Source: an optimization exercise on an open RTL-to-GDS flow (aim: small area and a short achievable clock period). Production flows keep margins and buffers that such runs may drop. Function was checked by simulation only, so behaviour that the tests miss may differ from the original. Power figures rest on the tool's default switching activity, not on a simulated workload.

Setup of lane 1:
==> flow/design.v (excerpt) <==
module ycbcr_rgb_color_convert
(
	input  logic                  clk,
	input  logic                  arst_n,
	input  logic                  start,
	output logic                  busy,
	input  logic [COMP_W-1:0]     comp0,
	input  logic [COMP_W-1:0]     comp1,
	input  logic [COMP_W-1:0]     comp2,
	input  logic                  frame_end,
	output logic                  done,
	output logic [COMP_W-1:0]     out0,
	output logic [COMP_W-1:0]     out1,
	output logic [COMP_W-1:0]     out2,
	output logic                  last_pixel,
	input  logic                  cfg_wr_en,
	input  logic [CFG_IDX_W-1:0]  cfg_index,
	input  logic [CFG_DATA_W-1:0] cfg_data
);
==> flow/config.mk <==
export PLATFORM = sky130hd
export DESIGN_NAME = ycbcr_rgb_color_convert
export DESIGN_NICKNAME = ycbcr_rgb_color_convert
export VERILOG_FILES = /design/flow/design.v
export SDC_FILE = /design/flow/constraint.sdc
export NUM_CORES = 4
export LEC_CHECK = 0
export CAP_MARGIN = 20
export CORE_MARGIN = 2
export CORE_UTILIZATION = 55
export SETUP_SLACK_MARGIN = 3.6
export SLEW_MARGIN = 20
export SYNTH_HIERARCHICAL = 1
==> flow/constraint.sdc <==
create_clock -name core_clock -period 6.5 [get_ports {clk}]
set_input_delay 1.3000 -clock core_clock [delete_from_list [all_inputs] [get_ports {clk}]]
set_output_delay 1.3000 -clock core_clock [all_outputs]
set_load 0.01 [all_outputs]
standard.sh (not shown) runs the stock make flow with config.mk's settings and CLKGATE_MAP_FILE= SYNTH_SCRIPT=/design/flow/synth_recipe.tcl, a recipe that flattens the netlist after the stock synthesis.
==> flow/flow/run.sh <==
#!/bin/bash
# Layout flow: the standard ORFS flow (standard.sh, unchanged synthesis), with plain buffers
# (buf_1) instead of the default delay-cell buffers on the input and output ports. Each tool's
# full output is kept: ORFS's per-step logs under orfs/logs/, and make's own output in
# flow_make.log in this folder.
set -euo pipefail
bash standard.sh "BUFFER_PORTS_ARGS=-buffer_cell sky130_fd_sc_hd__buf_1" finish > flow_make.log 2>&1
test -s out/final.def
Lane 1 ran to completion and came out clean on the timing, design-rule and antenna checks.
> inputs changed (lane 1 -> lane 2)
Settings: SETUP_SLACK_MARGIN: 3.6 -> 3.5; CORE_UTILIZATION: 55 -> 40; CTS_BUF_LIST: unset -> sky130_fd_sc_hd__clkbuf_8.
Results
- ~same sequential share of cell area in lane 2 and lane 1
- Lane 1 → lane 2: fmax now sits lower, leakage power summed over all cells now sits lower.
- STATUS hold slack: lane 2 wins against lane 1
- Changes observed in lane 2 relative to lane 1: cell area after layout saw little to no change, sequential power saw a decrease.
Relative to lane 2, the following input files were edited for lane 3:
Settings: SETUP_SLACK_MARGIN changed from 3.5 to 3.6.
--- a/flow/flow/run.sh
+++ b/flow/flow/run.sh
@@ -5,4 +5,4 @@
 # flow_make.log in this folder.
 set -euo pipefail
-bash standard.sh "BUFFER_PORTS_ARGS=-buffer_cell sky130_fd_sc_hd__buf_1" finish > flow_make.log 2>&1
+bash standard.sh "BUFFER_PORTS_ARGS=-buffer_cell sky130_fd_sc_hd__buf_1" RECOVER_POWER=100 finish > flow_make.log 2>&1
 test -s out/final.def
Results
- Of lane 3 and lane 2, it is lane 3 that has the higher last weighted congestion value of the routability-driven placer.
- Sequential share of layout area: lane 3 vs lane 2 up 0.18 points
- Lane 3 completed end to end; final checks failed (max-capacitance violations, max-slew violations).
- For lane 3, the source of the critical timing path was u_ch2.u_dsel0.q, unlike lane 2, where it was u_ch0.u_dsel0.q.
- Compared with lane 2, lane 3 shows non-clock buffer count lower by 11.
- As of lane 3, via count had fallen slightly compared to lane 2.
- Diff lane 2 -> lane 3: worst-case setup slack after placement picked up an extra 0.40 ns, setup slack of the worst register-to-register path shows a reduction of 1.08 ns, maximum resistive drop on vdd now smaller, number of buffers and inverters on the critical path climbed 1.
- Lane 3 vs lane 2 — share of the cycle needed by the critical path after routing rose 17 points.
- | part of the power in combinational logic | lane 2 vs lane 3 | ≈ equal |
- Of lane 3 and lane 2, it is lane 3 that has the lower final cell count without fillers.
[inputs] lane 4 vs lane 3
Settings: swapping 40 for 30 in CORE_UTILIZATION.
--- a/flow/flow/run.sh
+++ b/flow/flow/run.sh
@@ -5,4 +5,4 @@
 # flow_make.log in this folder.
 set -euo pipefail
-bash standard.sh "BUFFER_PORTS_ARGS=-buffer_cell sky130_fd_sc_hd__buf_1" RECOVER_POWER=100 finish > flow_make.log 2>&1
+bash standard.sh "BUFFER_PORTS_ARGS=-buffer_cell sky130_fd_sc_hd__buf_1" finish > flow_make.log 2>&1
 test -s out/final.def
## What came out
Lane 4 reports a lower number of max-capacitance violations reported than lane 3 does. Lane 4 — relative contribution of combinational cells to total power 0.2 points lower, lane 3 as reference. Lane 4: all stages complete, timing, DRC and antenna checks passed. Lane 4 vs lane 3 — detailed router's first-iteration violation count dropped by a few percent.
#### Input delta (lane 5 over lane 4)
Settings: CORE_UTILIZATION now 40, was 30.
==> comparison <==
Looking at the reports, lane 5 completed the entire flow and the layout it produced met the timing, design-rule and antenna checks. The hold slack number comes out lower for lane 5 vs lane 4. Layout-stage area growth over the synthesis result: lane 5 and lane 4 compared, lower one is lane 5. Lane 5 reports a lower number of standard cells in the layout, taps in and fillers out than lane 4 does. Diff lane 4 -> lane 5: combinational fraction of design power increased by 0.4 points relative to the old numbers; final total power fell about 1.3%; share of layout cells above drive strength 1 dropped 1.1 points; H-tree depth level; clock group share of total power now smaller. Wire length on met1 for lane 5 is lower than for lane 4. Relative to lane 4, the detailed-route wire length measured on lane 5 has decreased by a few percent.

* * *

ycbcr_rgb_color_convert again, from the RTL that the note above started with.
==> flow/config.mk <==
export PLATFORM = sky130hd
export DESIGN_NAME = ycbcr_rgb_color_convert
export DESIGN_NICKNAME = ycbcr_rgb_color_convert
export VERILOG_FILES = /design/flow/design.v
export SDC_FILE = /design/flow/constraint.sdc
export NUM_CORES = 4
export LEC_CHECK = 0
export CAP_MARGIN = 20
export CORE_MARGIN = 2
export CORE_UTILIZATION = 40
export CTS_BUF_LIST = sky130_fd_sc_hd__clkbuf_8
export SETUP_SLACK_MARGIN = 3.6
export SLEW_MARGIN = 20
export SYNTH_HIERARCHICAL = 1
export TNS_END_PERCENT = 5
==> flow/constraint.sdc <==
create_clock -name core_clock -period 6.5 [get_ports {clk}]
set_input_delay 1.3000 -clock core_clock [delete_from_list [all_inputs] [get_ports {clk}]]
set_output_delay 1.3000 -clock core_clock [all_outputs]
set_load 0.01 [all_outputs]
==> flow/flow/run.sh <==
#!/bin/bash
# Layout flow: the standard ORFS flow (standard.sh, unchanged synthesis), with plain buffers
# (buf_1) instead of the default delay-cell buffers on the input and output ports. Each tool's
# full output is kept: ORFS's per-step logs under orfs/logs/, and make's own output in
# flow_make.log in this folder.
set -euo pipefail
bash standard.sh "BUFFER_PORTS_ARGS=-buffer_cell sky130_fd_sc_hd__buf_1" finish > flow_make.log 2>&1
test -s out/final.def
Next try:
CORE_UTILIZATION = 55   (was 40)
CTS_BUF_LIST = unset   (was sky130_fd_sc_hd__clkbuf_8)
PLACE_DENSITY = 0.8   (was unset)
TNS_END_PERCENT = unset   (was 5)
=>
- design area rises by 2.4%
- flip-flop and latch count is unchanged
- critical path depth rises by 1
Next try:
CORE_UTILIZATION = 40   (was 55)
CTS_BUF_LIST = sky130_fd_sc_hd__clkbuf_8   (was unset)
PLACE_DENSITY = unset   (was 0.8)
SETUP_SLACK_MARGIN = 3.7   (was 3.6)
After rerunning: The new run finished clean; total power is lower by 4.1%; first-iteration DRC count is lower by 8.2%; wire length stays flat; maximum frequency went up by 3.3%; cell area increases by 0.46%; critical path depth does not change; core utilization decreases by 17 points.

==> static timing again, ports no longer ideal <==
In the flow no input, the clock included, has a driving cell. The finished layouts below were timed again as built, in two steps.
Step 1 sets driving cells, clkbuf_16 on the clock port and buf_2 on the other inputs (assumed; they add their load-dependent delay and slew).
Step 2, shift: input delay + t, output delay - t, t = (earliest + latest rising clock arrival at the registers) / 2. This alone moves slack from input paths to output paths.
Slacks: ideal ports / drivers / drivers and shift; pairs: ideal ports / drivers.
run | t (ns) | setup slack, ns | hold WS [ns] | worst setup path at the end
lane 1 | 0.477 | 3.627 / 3.627 / 3.231 | 0.321 / 0.321 / 0.321 | input to register
lane 2 | 0.520 | 3.581 / 3.581 / 3.248 | 0.339 / 0.339 / 0.339 | input to register
lane 3 | 0.528 | 2.496 / 2.496 / 2.496 | 0.324 / 0.324 / 0.324 | register to register
lane 4 | 0.549 | 3.620 / 3.620 / 3.231 | 0.339 / 0.339 / 0.339 | input to register
lane 5 | 0.530 | 3.656 / 3.656 / 3.228 | 0.325 / 0.325 / 0.325 | input to register
the first run of note 2 | 0.530 | 3.540 / 3.540 / 3.178 | 0.344 / 0.344 / 0.344 | input to register
the second run of note 2 | 0.484 | 3.574 / 3.574 / 3.238 | 0.331 / 0.331 / 0.331 | input to register
the third run of note 2 | 0.546 | 3.667 / 3.667 / 3.253 | 0.341 / 0.341 / 0.341 | input to register
For lane 5, which loses most, drivers alone change the setup slack by 0.000 ns; drivers and shift together by -0.428 ns.
